Source: an optimization exercise on an open RTL-to-GDS flow (aim: small area and a short achievable clock period). Production flows keep margins and buffers that such runs may drop.

## oak
==> flow/design.v (excerpt) <==
module mul_div_unit #(
   parameter int MULT_CYCLES = 5,
   parameter int DIV_CYCLES  = 10
) (
   input  logic        clk,
   input  logic        reset,
   input  logic [2:0]  op,
   input  logic        start,
   input  logic [31:0] rs_data,
   input  logic [31:0] rt_data,
   output logic        busy,
   output logic        done,
   output logic [31:0] hi,
   output logic [31:0] lo
);
Size in the first run: ~170 flip-flops, ~140 I/O pins, ~0.014 mm^2 of cells after synthesis.
==> module mul_div_unit, before the edit <==
module mul_div_unit #(
   parameter int MULT_CYCLES = 5,
   parameter int DIV_CYCLES  = 10
) (
   input  logic        clk,
   input  logic        reset,
   input  logic [2:0]  op,
   input  logic        start,
   input  logic [31:0] rs_data,
   input  logic [31:0] rt_data,
   output logic        busy,
   output logic        done,
   output logic [31:0] hi,
   output logic [31:0] lo
);
   localparam logic [2:0] OP_MULT  = 3'd1;
   localparam logic [2:0] OP_MULTU = 3'd2;
   localparam logic [2:0] OP_DIV   = 3'd3;
   localparam logic [2:0] OP_DIVU  = 3'd4;
   localparam logic [2:0] OP_MTHI  = 3'd5;
   localparam logic [2:0] OP_MTLO  = 3'd6;
   localparam int ROWS = 3;
   localparam int W    = 35;
   logic [3:0]  count;
   logic        isdiv;     
   logic        sg;        
   logic        sa;        
   logic        yp;        
   logic [31:0] x;         
   logic [31:0] b;         
   logic [32:0] a;         
   logic is_muldiv;
   assign is_muldiv = start && (op >= OP_MULT) && (op <= OP_DIVU);
   assign busy      = is_muldiv || (count != 4'd0);
   wire launch = (count == 4'd0) && is_muldiv;
   wire last   = (count == 4'd1);
   wire        op_div = op[2] | (op[1] & op[0]);
   wire        op_sg  = (op == OP_MULT) | (op == OP_DIV);
   wire        dv     = launch ? op_div : isdiv;
   wire        sge    = launch ? op_sg : sg;
   wire [31:0] xv     = launch ? rt_data : x;
   wire [31:0] bv     = launch ? rs_data : b;
   wire        ype    = ~launch & yp;
   wire [32:0] av     = launch ? {33{op_div & op_sg & rs_data[31]}} : a;
   wire        x32    = sge & xv[31];
   wire [W:0]  xe     = {{(W-31){x32}}, xv, 1'b0};    
   wire        dlast  = isdiv & last;                  
   logic [W-1:0] bin [ROWS];
   logic [W-1:0] pp  [ROWS];
   logic [W-1:0] s   [ROWS];
   logic [W:0]   c   [ROWS];
   logic         one [ROWS];
   logic         two [ROWS];
   logic         neg [ROWS];
   logic         rsg [ROWS];    
   genvar r, i;
   generate
      for (r = 0; r < ROWS; r++) begin : g_row
         logic b1, b0, bm;
         if (r == 0) begin : g_r0
            assign b1  = bv[1];
            assign b0  = bv[0];
            assign bm  = ype;
            assign rsg[0] = av[32];
            for (i = 0; i < W; i++) begin : g_bit
               if (i == 0)
                  assign bin[0][i] = dv ? bv[31] : av[0];
               else if (i < 33)
                  assign bin[0][i] = dv ? av[i-1] : av[i];
               else
                  assign bin[0][i] = av[32];
            end
         end else begin : g_rn
            if (r == 1) begin : g_ext
               assign b1 = last ? (sg & bv[1]) : bv[3];
               assign b0 = last ? (sg & bv[1]) : bv[2];
            end else begin : g_noext
               assign b1 = bv[2*r+1];
               assign b0 = bv[2*r];
            end
            assign bm  = bv[2*r-1];
            assign rsg[r] = s[r-1][32];
            for (i = 0; i < W; i++) begin : g_bit
               if (r == ROWS-1) begin : g_fix
                  if (i == 0)
                     assign bin[r][i] = dlast ? s[r-1][0] : dv ? bv[31-r] : s[r-1][2];
                  else if (i < 33)
                     assign bin[r][i] = dlast ? s[r-1][i] : dv ? s[r-1][i-1] : s[r-1][i+2];
                  else
                     assign bin[r][i] = s[r-1][W-1];
               end else begin : g_nofix
                  if (i == 0)
                     assign bin[r][i] = dv ? bv[31-r] : s[r-1][2];
                  else if (i < 33)
                     assign bin[r][i] = dv ? s[r-1][i-1] : s[r-1][i+2];
                  else
                     assign bin[r][i] = s[r-1][W-1];
               end
            end
         end
         wire sub = ~(rsg[r] ^ x32);
         assign one[r] = dv | (b0 ^ bm);
         assign two[r] = ~dv & ((b1 & ~b0 & ~bm) | (~b1 & b0 & bm));
         assign neg[r] = dv ? sub : b1;
         for (i = 0; i < W; i++) begin : g_fa
            assign pp[r][i] = ((xe[i+1] & one[r]) | (xe[i] & two[r])) ^ neg[r];
            assign s[r][i]  = bin[r][i] ^ pp[r][i] ^ c[r][i];
            assign c[r][i+1] = (bin[r][i] & pp[r][i]) | (bin[r][i] & c[r][i]) |
                               (pp[r][i] & c[r][i]);
         end
         assign c[r][0] = neg[r];
      end
   endgenerate
   logic [ROWS-1:0] qb;
   always_comb for (int k = 0; k < ROWS; k++) qb[ROWS-1-k] = ~(rsg[k] ^ x32);
   wire [32:0] rm    = s[1][32:0];      
   wire [32:0] t     = s[2][32:0];      
   wire        sub2  = qb[0];
   wire        use_t = (t == 33'd0) || ((rm != 33'd0) && (rm[32] != sa));
   wire        dz    = (x == 32'd0);
   wire [31:0] qp    = {b[29:0], qb[2], qb[1]};
   logic [31:0] ones;      
   always_comb begin
      ones[0] = 1'b0;
      ones[1] = 1'b1;
      for (int k = 2; k < 32; k++) ones[k] = ones[k-1] & qp[k-2];
   end
   wire         inc   = use_t & sub2;
   wire  [31:0] q_out = {qp[30:0] ^ ({31{inc}} & ones[31:1]), ~use_t};
   wire idle   = (count == 4'd0);
   wire ld_hi  = ~reset & idle & start & (op == OP_MTHI);
   wire ld_lo  = ~reset & idle & start & (op == OP_MTLO);
   wire fin    = ~reset & last;
   wire fin_m  = fin & ~isdiv;
   wire fin_d  = fin & isdiv & ~dz;
   wire hi_s2  = fin_d & use_t;
   wire hi_s1  = fin_m | (fin_d & ~use_t);
   wire hold_h = ~reset & ~ld_hi & ~fin_m & ~fin_d;
   wire hold_l = ~reset & ~ld_lo & ~fin_m & ~fin_d;
   wire [31:0] lo_m = {s[0][1:0], b[31:2]};
   always_ff @(posedge clk) begin
      hi <= ({32{ld_hi}} & rs_data) | ({32{hi_s1}} & s[1][31:0]) |
            ({32{hi_s2}} & t[31:0]) | ({32{hold_h}} & hi);
      lo <= ({32{ld_lo}} & rs_data) | ({32{fin_m}} & lo_m) |
            ({32{fin_d}} & q_out) | ({32{hold_l}} & lo);
      if (reset) begin
         count <= 4'd0;
         done  <= 1'b0;
      end else begin
         done <= last;
         if (!idle)
            count <= count - 4'd1;
         else if (is_muldiv)
            count <= op_div ? 4'(DIV_CYCLES) : 4'(MULT_CYCLES);
      end
   end
   always_ff @(posedge clk) begin
      x  <= xv;
      yp <= bv[5];
      if (dv)
         a <= s[2][32:0];
      else
         a <= s[2][W-1:2];
      b <= ({32{launch & op_div}}   & {rs_data[28:0], qb}) |
           ({32{~launch & isdiv}}   & {b[28:0], qb}) |
           ({32{launch & ~op_div}}  & {s[2][1:0], s[1][1:0], s[0][1:0], rs_data[31:6]}) |
           ({32{~launch & ~isdiv}}  & {s[2][1:0], s[1][1:0], s[0][1:0], b[31:6]});
      if (launch) begin
         isdiv <= op_div;
         sg    <= op_sg;
         sa    <= (op == OP_DIV) & rs_data[31];
      end
   end
endmodule
Settings: LEC_CHECK=0, CAP_MARGIN=0, CORE_MARGIN=2, CORE_UTILIZATION=45, CTS_BUF_LIST=sky130_fd_sc_hd__clkbuf_8, PLACE_DENSITY=0.6, SLEW_MARGIN=0; clock period 260.0 ns.
standard.sh (not shown) runs the stock make flow with config.mk's settings and CLKGATE_MAP_FILE= SYNTH_SCRIPT=/design/flow/synth_recipe.tcl, a recipe that flattens the netlist after the stock synthesis.
==> flow/flow/run.sh <==
#!/bin/bash
set -o pipefail
export BUFFER_PORTS_ARGS="-buffer_cell sky130_fd_sc_hd__buf_1"
bash standard.sh > standard.log 2>&1
### oak -> pine
--- a/flow/design.v
+++ b/flow/design.v
@@ -120,12 +120,14 @@
    wire        dz    = (x == 32'd0);
    wire [31:0] qp    = {b[29:0], qb[2], qb[1]};
-   logic [31:0] ones;      
+   logic [31:0] q_out;
+   logic        cy;
    always_comb begin
-      ones[0] = 1'b0;
-      ones[1] = 1'b1;
-      for (int k = 2; k < 32; k++) ones[k] = ones[k-1] & qp[k-2];
+      cy = use_t & sub2;
+      q_out[0] = ~use_t;
+      for (int k = 1; k < 32; k++) begin
+         q_out[k] = qp[k-1] ^ cy;
+         cy = cy & qp[k-1];
+      end
    end
-   wire         inc   = use_t & sub2;
-   wire  [31:0] q_out = {qp[30:0] ^ ({31{inc}} & ones[31:1]), ~use_t};
    wire idle   = (count == 4'd0);
    wire ld_hi  = ~reset & idle & start & (op == OP_MTHI);
- From oak to pine the numbers moved as follows: hold slack went down.
- Of pine and oak, it is pine that has the higher post-route clock period utilization.
- Measured slew at the worst slew-check pin: pine < oak
- ~same share of cell area taken by flip-flops and latches in oak and pine
- Diff oak -> pine: complex-gate fraction of the synthesized area shows no meaningful change, cell count after placement shows no meaningful change.
No run of this note included a check of the RTL's function; only the layout flow was run.

==> afterwards: timing with drivers on the ports <==
The results above use ideal ports. As a check the final layouts listed here were re-extracted and re-timed, cells and wires unchanged.
Step 1, drivers: a clkbuf_16 drives clk and a buf_2 each remaining input, both assumed.
Step 2 also shifts input and output timing later by t, the mid clock arrival at the registers, as if the neighbouring blocks saw the same clock.
a / b / c = ideal ports / drivers / drivers and shift; a / b = the first two.
run | t (ns) | slack for setup (ns) | worst register clock-pin slew, ns | worst slew at a driven data input, ns
oak | 0.540 | 154.514 / 154.534 / 153.995 | 0.12 / 0.12 | 0.03
pine | 0.535 | 151.501 / 151.525 / 150.990 | 0.11 / 0.11 | 0.04
After both steps setup and hold are still met in every run listed. For oak, which loses most, drivers alone change the setup slack by +0.020 ns; drivers and shift together by -0.519 ns.
